What follows belongs to an exercise in optimizing a design on an open flow for a short achievable clock period and few clock cycles per item; a production flow would make more cautious choices.
Function was checked by simulation only, so behaviour that the tests miss may differ from the original.
The flow treats the clock pin as an ideal source. Dropping or thinning the clock tree relies on that and would not hold on a real chip.
No activity file was given, so power comes from the tool's default toggle rates.

==> flow/design.v (excerpt) <==
module hub75_output (
   input  logic                     clk_in,
   input  logic                     rst_in,
   input  pov_pkg::column_pair_t    column_data,
   input  logic [($clog2(32))-1:0]   address_data,
   input  logic                     tvalid,
   output logic                     tready,
   output logic                     tlast,
   output pov_pkg::rgb_bits_t       rgb0,
   output pov_pkg::rgb_bits_t       rgb1,
   output logic                     led_clk,
   output logic                     led_latch,
   output logic                     led_blank,
   output logic [($clog2(32))-1:0]   hub75_address
);
Size: ~2600 cells after synthesis, ~1200 flip-flops, about 1200 I/O pins, ~38000 um2 of cells after synthesis.
Settings: LEC_CHECK=0, CAP_MARGIN=20, CORE_AREA=2 2 288 288, DIE_AREA=0 0 290 290, PLACE_DENSITY=0.8, SETUP_SLACK_MARGIN=3.0, SLEW_MARGIN=20; clock period 5.0 ns.
standard.sh (not shown) runs the stock make flow with config.mk's settings and CLKGATE_MAP_FILE= SYNTH_SCRIPT=/design/flow/synth_recipe.tcl, a recipe that flattens the netlist after the stock synthesis.
==> flow/flow/run.sh <==
#!/bin/bash
# standard ORFS layout with denser pin placement (and the extra ORFS settings below); full tool output in standard.log
bash standard.sh 'PLACE_PINS_ARGS=-min_distance 1 -min_distance_in_tracks' 'CTS_ARGS=-sink_clustering_enable -repair_clock_nets -sink_clustering_size 30 -sink_clustering_max_diameter 60 -balance_levels' finish > standard.log 2>&1
Testbench counts at the start, summed over its fixed seeds: cycles 62,488, items 320.
==> next run, changes <==
==> flow/run.sh (new file) <==
#!/bin/bash
# synth_recipe.tcl (not shown) runs the flow's synth.tcl, then flattens the netlist and writes it again
# the make line also repeats each setting of config.mk as NAME=value (left out here)
make -C /OpenROAD-flow-scripts/flow DESIGN_CONFIG=/design/flow/config.mk WORK_HOME=/design/flow/orfs CLKGATE_MAP_FILE= SYNTH_SCRIPT=/design/flow/synth_recipe.tcl finish
- CORE_AREA: 2 2 288 288 -> 2 2 408 408
- DIE_AREA: 0 0 290 290 -> 0 0 410 410
- PLACE_DENSITY: 0.8 -> default
removed: flow/flow/run.sh
removed: flow/standard.sh
Effect:
- The new run went through all stages and came out clean
- setup slack degrades by 0.14 ns
- synthesized cell count is unchanged
- core utilization went down by 32 points
- total power increases by 15%
==> next run, changes <==
- CTS_CLUSTER_DIAMETER: default -> 80
- CTS_CLUSTER_SIZE: default -> 30
Result:
- die area stays the same
- core utilization shrinks by 1.1 points
- power shrinks by 13%
- clock skew grows by 0.044 ns
- via count shrinks by about 2%
- wire length shrinks by about 1.1%
- synthesized cell count stays the same
- register-to-register slack barely changes
- cell area shrinks by about 3%
- non-clock buffer count grows by 1
- hold slack gets worse by 0.0079 ns
==> next run, changes <==
- CORE_AREA: 2 2 408 408 -> 2 2 398 398
- CTS_CLUSTER_DIAMETER: 80 -> 60
- CTS_CLUSTER_SIZE: 30 -> 25
- DIE_AREA: 0 0 410 410 -> 0 0 400 400
- PLACE_DENSITY: default -> 0.8
- synthesized cell count is unchanged
- sequential power stays flat
- worst setup slack is better by 0.030 ns
- global-route usage falls by 0.33 points
- final cell count fell by a few percent
- wire length decreases by a few percent
- critical path depth is unchanged
- power increases slightly
- clock-buffer cell count went up by 12

---

== P ==
hub75_output again, from the RTL that the note above started with.
// hub75_output
module hub75_output (
   input  logic                     clk_in,
   input  logic                     rst_in,
   input  pov_pkg::column_pair_t    column_data,
   input  logic [($clog2(32))-1:0]   address_data,
   input  logic                     tvalid,
   output logic                     tready,
   output logic                     tlast,
   output pov_pkg::rgb_bits_t       rgb0,
   output pov_pkg::rgb_bits_t       rgb1,
   output logic                     led_clk,
   output logic                     led_latch,
   output logic                     led_blank,
   output logic [($clog2(32))-1:0]   hub75_address
);
Settings: LEC_CHECK=0, CAP_MARGIN=20, CORE_AREA=2 2 288 288, DIE_AREA=0 0 290 290, PLACE_DENSITY=0.8, SETUP_SLACK_MARGIN=3.5, SLEW_MARGIN=20; clock period 5.0 ns.
==> flow/flow/run.sh <==
#!/bin/bash
# Standard ORFS layout (standard.sh) with two changes:
#  - pins placed one routing track apart instead of two, so the die can be smaller;
#  - the clock tree is built by flow/manual_cts.tcl (a two-level tree of clkbuf_16)
#    instead of TritonCTS.
# Full tool output goes to standard.log; ORFS's per-step logs are under orfs/logs.
bash standard.sh 'PLACE_PINS_ARGS=-min_distance 1 -min_distance_in_tracks' "PRE_CTS_TCL=$PWD/flow/manual_cts.tcl" finish > standard.log 2>&1
==> flow/flow/manual_cts.tcl <==
# Two-level clock tree built by hand, in place of TritonCTS.
#   clk_in -> MID_N clkbuf_16 (one per group of leaf buffers)
#          -> leaf clkbuf_16 (one per cluster of about LEAF_SIZE flops)
#          -> flip-flop clock pins
# Every flop sees the same number of buffers; clusters come from k-means
# on the placed flop positions, each buffer sits at its loads' centroid.

set leaf_size 25
set mid_n 4
set leaf_cap [expr {int($leaf_size * 1.3)}]
set buf_master_name sky130_fd_sc_hd__clkbuf_16
set leaf_master_name sky130_fd_sc_hd__clkbuf_16

set db [ord::get_db]
set block [ord::get_db_block]
set master [$db findMaster $buf_master_name]
set leaf_master [$db findMaster $leaf_master_name]
set clk_net [$block findNet clk_in]

proc iterm_xy {it} {
  set bb [[$it getInst] getBBox]
  return [list [expr {([$bb xMin] + [$bb xMax]) / 2.0}] [expr {([$bb yMin] + [$bb yMax]) / 2.0}]]
}

# k-means; pts is a list of {x y}; returns the cluster index of each point
proc kmeans {pts k iters} {
  set n [llength $pts]
  # seed with points spread along the sorted order
  set order [lsort -real -index 0 [lmap p $pts {set p}]]
  set cx {}
  set cy {}
  for {set i 0} {$i < $k} {incr i} {
    set p [lindex $order [expr {int(($i + 0.5) * $n / $k)}]]
    lappend cx [lindex $p 0]
    lappend cy [lindex $p 1]
  }
  # better seeding: grid over the bounding box
  set xs [lmap p $pts {lindex $p 0}]
  set ys [lmap p $pts {lindex $p 1}]
  set x0 [tcl::mathfunc::min {*}$xs]
  set x1 [tcl::mathfunc::max {*}$xs]
  set y0 [tcl::mathfunc::min {*}$ys]
  set y1 [tcl::mathfunc::max {*}$ys]
  set g [expr {int(ceil(sqrt($k)))}]
  set cx {}
  set cy {}
  for {set i 0} {$i < $k} {incr i} {
    set gx [expr {$i % $g}]
    set gy [expr {$i / $g}]
    set rows [expr {int(ceil(double($k) / $g))}]
    lappend cx [expr {$x0 + ($gx + 0.5) * ($x1 - $x0) / $g}]
    lappend cy [expr {$y0 + ($gy + 0.5) * ($y1 - $y0) / $rows}]
  }
  set assign [lrepeat $n 0]
  for {set it 0} {$it < $iters} {incr it} {
    set assign {}
    foreach p $pts {
      set px [lindex $p 0]
      set py [lindex $p 1]
      set best 0
      set bd 1e30
      for {set c 0} {$c < $k} {incr c} {
        set dx [expr {$px - [lindex $cx $c]}]
        set dy [expr {$py - [lindex $cy $c]}]
        set d [expr {$dx * $dx + $dy * $dy}]
        if {$d < $bd} {
          set bd $d
          set best $c
        }
      }
      lappend assign $best
    }
    set sx [lrepeat $k 0.0]
    set sy [lrepeat $k 0.0]
    set sn [lrepeat $k 0]
    foreach p $pts a $assign {
      lset sx $a [expr {[lindex $sx $a] + [lindex $p 0]}]
      lset sy $a [expr {[lindex $sy $a] + [lindex $p 1]}]
      lset sn $a [expr {[lindex $sn $a] + 1}]
    }
    for {set c 0} {$c < $k} {incr c} {
      if {[lindex $sn $c] > 0} {
        lset cx $c [expr {[lindex $sx $c] / [lindex $sn $c]}]
        lset cy $c [expr {[lindex $sy $c] / [lindex $sn $c]}]
      }
    }
  }
  return [list $assign $cx $cy]
}

proc place_at {inst x y} {
  set m [$inst getMaster]
  set w [$m getWidth]
  set h [$m getHeight]
  $inst setLocation [expr {int($x - $w / 2)}] [expr {int($y - $h / 2)}]
  $inst setPlacementStatus PLACED
}

# sinks: every clock pin on clk_in
set sinks {}
foreach it [$clk_net getITerms] {
  if {[$it isInputSignal] || [[$it getMTerm] getSigType] == "CLOCK" || 1} {
    lappend sinks $it
  }
}
set n_sinks [llength $sinks]
set n_leaf [expr {int(ceil(double($n_sinks) / $leaf_size))}]
puts "manual CTS: $n_sinks sinks, $n_leaf leaf buffers, $mid_n mid buffers"

set pts [lmap it $sinks {iterm_xy $it}]
lassign [kmeans $pts $n_leaf 30] assign lcx lcy

# split any cluster over leaf_cap in two, until none is
set changed 1
while {$changed} {
  set changed 0
  set cnt [lrepeat $n_leaf 0]
  foreach a $assign { lset cnt $a [expr {[lindex $cnt $a] + 1}] }
  for {set c 0} {$c < $n_leaf} {incr c} {
    if {[lindex $cnt $c] > $leaf_cap} {
      set idx {}
      set sub {}
      set i 0
      foreach p $pts a $assign {
        if {$a == $c} { lappend idx $i; lappend sub $p }
        incr i
      }
      lassign [kmeans $sub 2 20] sa scx scy
      lset lcx $c [lindex $scx 0]
      lset lcy $c [lindex $scy 0]
      lappend lcx [lindex $scx 1]
      lappend lcy [lindex $scy 1]
      foreach i $idx a $sa {
        if {$a == 1} { lset assign $i $n_leaf }
      }
      incr n_leaf
      set changed 1
      break
    }
  }
}
# drop empty clusters
set cnt [lrepeat $n_leaf 0]
foreach a $assign { lset cnt $a [expr {[lindex $cnt $a] + 1}] }
set remap {}
set ncx {}
set ncy {}
set k 0
for {set c 0} {$c < $n_leaf} {incr c} {
  if {[lindex $cnt $c] > 0} {
    lappend remap $k
    lappend ncx [lindex $lcx $c]
    lappend ncy [lindex $lcy $c]
    incr k
  } else {
    lappend remap -1
  }
}
set assign [lmap a $assign {lindex $remap $a}]
set lcx $ncx
set lcy $ncy
set n_leaf $k

# leaf buffers
set leaf_insts {}
for {set c 0} {$c < $n_leaf} {incr c} {
  set inst [odb::dbInst_create $block $leaf_master "clkbuf_leaf_m$c"]
  set net [odb::dbNet_create $block "clknet_leaf_m$c"]
  $net setSigType CLOCK
  [$inst findITerm X] connect $net
  place_at $inst [lindex $lcx $c] [lindex $lcy $c]
  lappend leaf_insts $inst
  set leaf_net($c) $net
  set leaf_cnt($c) 0
}
foreach it $sinks a $assign {
  $it disconnect
  $it connect $leaf_net($a)
  incr leaf_cnt($a)
}
set sizes {}
for {set c 0} {$c < $n_leaf} {incr c} { lappend sizes $leaf_cnt($c) }
puts "manual CTS: leaf cluster sizes $sizes"

# mid buffers over the leaf buffers
set lpts {}
for {set c 0} {$c < $n_leaf} {incr c} { lappend lpts [list [lindex $lcx $c] [lindex $lcy $c]] }
lassign [kmeans $lpts $mid_n 30] massign mcx mcy
for {set m 0} {$m < $mid_n} {incr m} {
  set inst [odb::dbInst_create $block $master "clkbuf_mid_m$m"]
  set net [odb::dbNet_create $block "clknet_mid_m$m"]
  $net setSigType CLOCK
  [$inst findITerm X] connect $net
  [$inst findITerm A] connect $clk_net
  place_at $inst [lindex $mcx $m] [lindex $mcy $m]
  set mid_net($m) $net
  set mid_cnt($m) 0
}
foreach inst $leaf_insts a $massign {
  [$inst findITerm A] connect $mid_net($a)
  incr mid_cnt($a)
}
set sizes {}
for {set m 0} {$m < $mid_n} {incr m} { lappend sizes $mid_cnt($m) }
puts "manual CTS: mid group sizes $sizes"

set_propagated_clock [all_clocks]

# the tree is built: the flow's own CTS call becomes a no-op
proc clock_tree_synthesis {args} {
  puts "manual CTS: clock_tree_synthesis $args skipped"
}
Testbench counts of P, summed over its fixed seeds: cycles 62,488, items 320.
### P -> Q
diff --git a/flow/flow/manual_cts.tcl b/flow/flow/manual_cts.tcl
--- a/flow/flow/manual_cts.tcl
+++ b/flow/flow/manual_cts.tcl
@@ -7,7 +7,5 @@
 
-set leaf_size 25
+set leaf_size 20
 set mid_n 4
-set leaf_cap [expr {int($leaf_size * 1.3)}]
 set buf_master_name sky130_fd_sc_hd__clkbuf_16
-set leaf_master_name sky130_fd_sc_hd__clkbuf_16
 
@@ -16,3 +14,2 @@
 set master [$db findMaster $buf_master_name]
-set leaf_master [$db findMaster $leaf_master_name]
 set clk_net [$block findNet clk_in]
@@ -112,53 +109,2 @@
 
-# split any cluster over leaf_cap in two, until none is
-set changed 1
-while {$changed} {
-  set changed 0
-  set cnt [lrepeat $n_leaf 0]
-  foreach a $assign { lset cnt $a [expr {[lindex $cnt $a] + 1}] }
-  for {set c 0} {$c < $n_leaf} {incr c} {
-    if {[lindex $cnt $c] > $leaf_cap} {
-      set idx {}
-      set sub {}
-      set i 0
-      foreach p $pts a $assign {
-        if {$a == $c} { lappend idx $i; lappend sub $p }
-        incr i
-      }
-      lassign [kmeans $sub 2 20] sa scx scy
-      lset lcx $c [lindex $scx 0]
-      lset lcy $c [lindex $scy 0]
-      lappend lcx [lindex $scx 1]
-      lappend lcy [lindex $scy 1]
-      foreach i $idx a $sa {
-        if {$a == 1} { lset assign $i $n_leaf }
-      }
-      incr n_leaf
-      set changed 1
-      break
-    }
-  }
-}
-# drop empty clusters
-set cnt [lrepeat $n_leaf 0]
-foreach a $assign { lset cnt $a [expr {[lindex $cnt $a] + 1}] }
-set remap {}
-set ncx {}
-set ncy {}
-set k 0
-for {set c 0} {$c < $n_leaf} {incr c} {
-  if {[lindex $cnt $c] > 0} {
-    lappend remap $k
-    lappend ncx [lindex $lcx $c]
-    lappend ncy [lindex $lcy $c]
-    incr k
-  } else {
-    lappend remap -1
-  }
-}
-set assign [lmap a $assign {lindex $remap $a}]
-set lcx $ncx
-set lcy $ncy
-set n_leaf $k
-
 # leaf buffers
@@ -166,3 +112,3 @@
 for {set c 0} {$c < $n_leaf} {incr c} {
-  set inst [odb::dbInst_create $block $leaf_master "clkbuf_leaf_m$c"]
+  set inst [odb::dbInst_create $block $master "clkbuf_leaf_m$c"]
   set net [odb::dbNet_create $block "clknet_leaf_m$c"]
--- outcome ---
Q ends up with a routed wire length that is about 2.3% lower than in P.
P → Q: number of cells after detailed placement barely changed; final clock period utilization by the worst path picked up an extra 0.19 points; minimum setup slack among reg-to-reg paths grew by 30 ps; fmax went down by about 0.5%; netlist area before placement did not really move.
First-pass GRT wire length: Q < P
Part of the power in combinational logic, P and Q, higher one = P.
Status: utilization of the core after routing parity (Q, P)
What R does differently from Q at the input level:
diff --git a/flow/flow/manual_cts.tcl b/flow/flow/manual_cts.tcl
--- a/flow/flow/manual_cts.tcl
+++ b/flow/flow/manual_cts.tcl
@@ -9,3 +9,5 @@
 set mid_n 4
-set buf_master_name sky130_fd_sc_hd__clkbuf_16
+set leaf_cap [expr {int($leaf_size * 1.3)}]
+set buf_master_name sky130_fd_sc_hd__clkinv_16
+set leaf_master_name sky130_fd_sc_hd__clkinv_8
 
@@ -14,2 +16,3 @@
 set master [$db findMaster $buf_master_name]
+set leaf_master [$db findMaster $leaf_master_name]
 set clk_net [$block findNet clk_in]
@@ -87,2 +90,9 @@
 
+proc out_iterm {inst} {
+  foreach it [$inst getITerms] {
+    if {[$it isOutputSignal]} { return $it }
+  }
+  error "no output pin on [$inst getName]"
+}
+
 proc place_at {inst x y} {
@@ -109,2 +119,53 @@
 
+# split any cluster over leaf_cap in two, until none is
+set changed 1
+while {$changed} {
+  set changed 0
+  set cnt [lrepeat $n_leaf 0]
+  foreach a $assign { lset cnt $a [expr {[lindex $cnt $a] + 1}] }
+  for {set c 0} {$c < $n_leaf} {incr c} {
+    if {[lindex $cnt $c] > $leaf_cap} {
+      set idx {}
+      set sub {}
+      set i 0
+      foreach p $pts a $assign {
+        if {$a == $c} { lappend idx $i; lappend sub $p }
+        incr i
+      }
+      lassign [kmeans $sub 2 20] sa scx scy
+      lset lcx $c [lindex $scx 0]
+      lset lcy $c [lindex $scy 0]
+      lappend lcx [lindex $scx 1]
+      lappend lcy [lindex $scy 1]
+      foreach i $idx a $sa {
+        if {$a == 1} { lset assign $i $n_leaf }
+      }
+      incr n_leaf
+      set changed 1
+      break
+    }
+  }
+}
+# drop empty clusters
+set cnt [lrepeat $n_leaf 0]
+foreach a $assign { lset cnt $a [expr {[lindex $cnt $a] + 1}] }
+set remap {}
+set ncx {}
+set ncy {}
+set k 0
+for {set c 0} {$c < $n_leaf} {incr c} {
+  if {[lindex $cnt $c] > 0} {
+    lappend remap $k
+    lappend ncx [lindex $lcx $c]
+    lappend ncy [lindex $lcy $c]
+    incr k
+  } else {
+    lappend remap -1
+  }
+}
+set assign [lmap a $assign {lindex $remap $a}]
+set lcx $ncx
+set lcy $ncy
+set n_leaf $k
+
 # leaf buffers
@@ -112,6 +173,6 @@
 for {set c 0} {$c < $n_leaf} {incr c} {
-  set inst [odb::dbInst_create $block $master "clkbuf_leaf_m$c"]
+  set inst [odb::dbInst_create $block $leaf_master "clkbuf_leaf_m$c"]
   set net [odb::dbNet_create $block "clknet_leaf_m$c"]
   $net setSigType CLOCK
-  [$inst findITerm X] connect $net
+  [out_iterm $inst] connect $net
   place_at $inst [lindex $lcx $c] [lindex $lcy $c]
@@ -138,3 +199,3 @@
   $net setSigType CLOCK
-  [$inst findITerm X] connect $net
+  [out_iterm $inst] connect $net
   [$inst findITerm A] connect $clk_net
@@ -158 +219,7 @@
 }
+
+# the flow would next clone clock inverters onto every register; the
+# tree's inverters are meant to be shared, so that step is skipped too
+proc repair_clock_inverters {args} {
+  puts "manual CTS: repair_clock_inverters skipped"
+}
Findings:
Cmp Q and R / number of detailed-routing iterations run before antenna repair / lower: R
R against Q: clock-pin slew on the worst setup and hold paths shows an increase of 30 ps, number of hold buffers added after cts was more or less identical, average vias per placed instance went up by about 0.3%.
The combinational power share in R was higher than what Q gave.
#### Input delta (S over R)
diff --git a/flow/flow/manual_cts.tcl b/flow/flow/manual_cts.tcl
--- a/flow/flow/manual_cts.tcl
+++ b/flow/flow/manual_cts.tcl
@@ -7,3 +7,3 @@
 
-set leaf_size 20
+set leaf_size 30
 set mid_n 4
@@ -219,7 +219 @@
 }
-
-# the flow would next clone clock inverters onto every register; the
-# tree's inverters are meant to be shared, so that step is skipped too
-proc repair_clock_inverters {args} {
-  puts "manual CTS: repair_clock_inverters skipped"
-}
Notes after the runs:
Status: S FAILED at global routing (tool error). ~same fraction of synthesized area in multiplexers in S and R. As far as detailed-placement wirelength estimate goes, R and S are indistinguishable; the numbers are identical. Comparing R against S, there is no change at all in quantity of I/O buffers inserted on ports. Comparing S against R, there is no change at all in number of flops mapped to enable cells by yosys. On synthesized cell count, S and R are neck and neck.
The clock cells of P, Q and R come from the design's own scripts or RTL, not from TritonCTS.

static timing again, ports no longer ideal:
No port has a modelled driver above. Below, the same layouts with a new extraction and two added sets of constraints.
Step 1, drivers: a clkbuf_16 drives clk_in and a buf_2 each remaining input, both assumed.
Step 2 moves the port delays by t, midway between the first and last clock arrival at a register: inputs arrive t later, outputs are due t later. That takes back most of the time a late clock gives input paths.
Slacks: ideal / step 1 / step 2; pairs: ideal / step 1.
| run | t, ns | slack for setup (ns) | worst setup path after step 2 | worst register clock-pin slew, ns |
|---|---|---|---|---|
| the first run of note 1 | 0.683 | 2.910 / 2.847 / 2.663 | input to register | 0.11 / 0.11 |
| the second run of note 1 | 0.833 | 2.769 / 2.692 / 2.346 | input to register | 0.07 / 0.07 |
| the third run of note 1 | 0.756 | 2.818 / 2.735 / 2.301 | input to register | 0.12 / 0.12 |
| the fourth run of note 1 | 0.742 | 2.847 / 2.771 / 2.340 | input to register | 0.10 / 0.10 |
| P | 0.574 | 3.049 / 2.910 / 3.021 | input to register | 0.12 / 0.12 |
| Q | 0.600 | 3.040 / 2.900 / 3.019 | input to register | 0.11 / 0.11 |
| R | 0.619 | 3.121 / 2.844 / 3.089 | input to register | 0.12 / 0.13 |
After both steps setup and hold are still met in every run listed. The setup slack of the third run of note 1, which loses most, moves by -0.083 ns with the drivers and by -0.517 ns with both steps.
